Background: an optimization exercise with open tools, aiming at a short achievable clock period and few clock cycles per item. Do not read the settings as production practice.
Function was checked by simulation only, so behaviour that the tests miss may differ from the original.
Power and IR drop assume default switching activity.

## rv_core
module rv_core #(
  parameter rv_isa_pkg::word_t RESET_PC = 32'h0000_0100
) (
  input  logic              clk,
  input  logic              rst,
  output rv_isa_pkg::word_t imem_addr,
  input  rv_isa_pkg::word_t imem_data,
  output rv_isa_pkg::word_t dmem_addr,
  output rv_isa_pkg::word_t dmem_wdata,
  output logic              dmem_we,
  input  rv_isa_pkg::word_t dmem_rdata,
  output logic              halt,
  output rv_isa_pkg::word_t trace_pc,
  output rv_isa_pkg::word_t trace_inst
);
Size in the first run: about 12000 cells after synthesis, roughly 2800 flip-flops, about 230 I/O pins.
Settings: LEC_CHECK=0, ABC_CLOCK_PERIOD_IN_PS=3000, CAP_MARGIN=20, CORE_MARGIN=2, CORE_UTILIZATION=40, SETUP_SLACK_MARGIN=5, SLEW_MARGIN=20; clock period 8.0 ns.
run.sh (not shown) runs the stock make flow with config.mk's settings and CLKGATE_MAP_FILE= SYNTH_SCRIPT=/design/flow/synth_recipe.tcl, a recipe that flattens the netlist after the stock synthesis.
The starting point finished clean.
Testbench counts at the start, summed over its fixed seeds: cycles 164,336, instrs 157,230.
Rerun with:
--- a/flow/design.v
+++ b/flow/design.v
@@ -426,23 +426,20 @@
   localparam int R_OR  = 3;
   localparam int R_XOR = 4;
   localparam int R_SLL = 5;
   localparam int R_SRL = 6;
   localparam int R_SLT = 7;
   localparam int R_SLTU = 8;
   localparam int R_ALT = 9;
   localparam int R_W   = 10;
   logic        x_redirect;
   logic        x_squash;
-  logic        r_q;
-  logic [31:0] r_pc;
-  logic        d_v;
   logic        d_redirect;
   logic [31:0] d_redirect_pc;
   logic [31:0] x_redirect_pc;
   logic [31:0] pc;
   logic [31:0] f_inst;
   logic        f_is_jal;
   logic        f_is_br;
   logic        f_take;
   logic [31:0] f_imm;
   logic [31:0] f_tgt;
@@ -500,38 +497,38 @@
     else
       f_br_take = f_inst[14:12] == 3'b001 || f_inst[14:12] == 3'b101;
     f_take = f_is_jal || (f_is_br && f_br_take) || (f_is_jalr && (f_lv_hit || jt_v[f_jidx]));
     if (f_inst[2])
       f_imm = {{12{f_inst[31]}}, f_inst[19:12], f_inst[20], f_inst[30:21], 1'b0};
     else
       f_imm = {{20{f_inst[31]}}, f_inst[7], f_inst[30:25], f_inst[11:8], 1'b0};
     f_tgt = f_is_jalr ? f_ptgt : pc + f_imm;
   end
   always_comb begin
-    if (r_q)         pc_next = r_pc;
-    else if (f_take) pc_next = f_tgt;
+    if (x_redirect)      pc_next = x_redirect_pc;
+    else if (d_redirect) pc_next = d_redirect_pc;
+    else if (f_take)     pc_next = f_tgt;
     else             pc_next = pc + 32'd4;
   end
   always_ff @(posedge clk) begin
     if (rst) pc <= RESET_PC;
     else     pc <= pc_next;
   end
   logic        d_valid;
   logic [31:0] d_pc;
   logic [31:0] d_inst;
   logic        d_pred;
   logic [31:1] d_ptgt;
   logic [31:0] d_ftgt;
   logic        d_fbr;
-  assign d_v = d_valid && !r_q;
   always_ff @(posedge clk) begin
-    if (rst || r_q) begin
+    if (rst || x_redirect || d_redirect) begin
       d_valid <= 1'b0;
     end else begin
       d_valid <= 1'b1;
     end
   end
   always_ff @(posedge clk) begin
     d_pc   <= pc;
     d_inst <= f_inst;
     d_pred <= f_take;
     d_ptgt <= f_ptgt[31:1];
@@ -656,30 +653,30 @@
         3'b100: d_rsel[R_XOR]  = 1'b1;
         3'b101: d_rsel[R_SRL]  = 1'b1;
         3'b110: d_rsel[R_OR]   = 1'b1;
         default: d_rsel[R_AND] = 1'b1;
       endcase
     end else if (d_op == OP_LUI || d_op == OP_JAL || d_op == OP_JALR) begin
       d_rsel[R_ALT] = 1'b1;
     end else begin
       d_rsel[R_ADD] = 1'b1;
     end
-    if (!d_ok || !d_v) begin
+    if (!d_ok || !d_valid) begin
       d_use1    = 1'b0;
       d_use2    = 1'b0;
       d_we      = 1'b0;
       d_load    = 1'b0;
       d_store   = 1'b0;
       d_is_br   = 1'b0;
       d_is_jalr = 1'b0;
     end
-    if (!d_v) d_ecall = 1'b0;
+    if (!d_valid) d_ecall = 1'b0;
     if (d_rd == 5'd0) begin
       d_we   = 1'b0;
       d_load = 1'b0;
     end
   end
   assign d_rs1 = d_use1 ? d_inst[19:15] : 5'd0;
   assign d_rs2 = d_use2 ? d_inst[24:20] : 5'd0;
   assign d_target = d_ftgt;
   assign d_pc4    = d_pc + 32'd4;
   assign d_alt    = d_link ? d_pc4 : d_imm;
@@ -745,21 +742,21 @@
   logic d_pred_fix;
   rv_cmp32 i_cmp_d (.a(d_op1), .b(d_op2), .eq(d_eq), .lt(d_lt), .ltu(d_ltu));
   always_comb begin
     case (d_f3[2:1])
       2'b00:   d_cond = d_eq;
       2'b10:   d_cond = d_lt;
       default: d_cond = d_ltu;
     endcase
     d_cond = d_cond ^ d_f3[0];
   end
-  assign d_br_res      = d_v && d_fbr && !d_fwd1 && !d_fwd2;
+  assign d_br_res      = d_valid && d_fbr && !d_fwd1 && !d_fwd2;
   assign d_pred_fix    = d_br_res ? d_cond : d_pred;
   assign d_redirect    = d_br_res && d_cond != d_pred;
   assign d_redirect_pc = d_cond ? d_target : d_pc4;
   logic        x_valid;
   logic        x_store;
   logic        x_is_br;
   logic        x_is_jalr;
   logic        x_ecall;
   logic        x_pred;
   logic [31:1] x_ptgt;
@@ -784,28 +781,21 @@
   logic [2:0]  x_bsel;
   logic        x_binv;
   logic [31:0] x_rpc;
   logic        d_sub;
   assign d_sub = d_op == OP_REG && d_f3 == 3'b000 && d_f7[5];
   always_ff @(posedge clk) begin
     if (rst) x_squash <= 1'b0;
     else     x_squash <= x_redirect;
   end
   always_ff @(posedge clk) begin
-    if (rst) r_q <= 1'b0;
-    else     r_q <= x_redirect || d_redirect;
-  end
-  always_ff @(posedge clk) begin
-    r_pc <= x_redirect ? x_redirect_pc : d_redirect_pc;
-  end
-  always_ff @(posedge clk) begin
-    if (rst || !d_v) begin
+    if (rst || !d_valid) begin
       x_valid   <= 1'b0;
       x_we      <= 1'b0;
       x_load    <= 1'b0;
       x_store   <= 1'b0;
       x_is_br   <= 1'b0;
       x_is_jalr <= 1'b0;
       x_ecall   <= 1'b0;
     end else begin
       x_valid   <= 1'b1;
       x_we      <= d_we;
Cell count is about the same; worst hold slack gets better by 0.0085 ns; clock power stays flat; cell area hardly moves; clock-buffer cell count shrinks by 40; global-route usage is lower by 0.69 points; maximum frequency shrinks by a few percent; sequential cell count falls by 33; routed wire length falls slightly; via count shrinks slightly; first-iteration DRC count came out lower by a few percent; setup slack is worse by 0.19 ns; area after synthesis hardly moves; register-to-register slack got worse by 0.04 ns.
Testbench counts after the change, summed over its fixed seeds: cycles 161,516, instrs 157,230.

-- what the ideal ports hide --
The flow's constraints put no driver on any port. The routed layouts listed below were extracted and timed again, unchanged, in two steps. Step 1 sets driving cells, clkbuf_16 on the clock port and buf_2 on the other inputs (assumed; they add their load-dependent delay and slew). Step 2 also shifts input and output timing later by t, the mid clock arrival at the registers, as if the neighbouring blocks saw the same clock. Slacks: ideal ports / drivers / drivers and shift; pairs: ideal ports / drivers.
run	t (ns)	setup WS [ns]	worst setup path at the end	worst data-port slew with drivers (ns)	cell pins on the clock port's net
the first run	1.051	3.393 / 3.393 / 2.462	input to register	0.41	1
the second run	1.042	3.202 / 3.271 / 2.228	input to register	0.39	1
After both steps setup and hold are still met in every run listed. The setup slack of the second run, which loses most, moves by +0.069 ns with the drivers and by -0.974 ns with both steps.
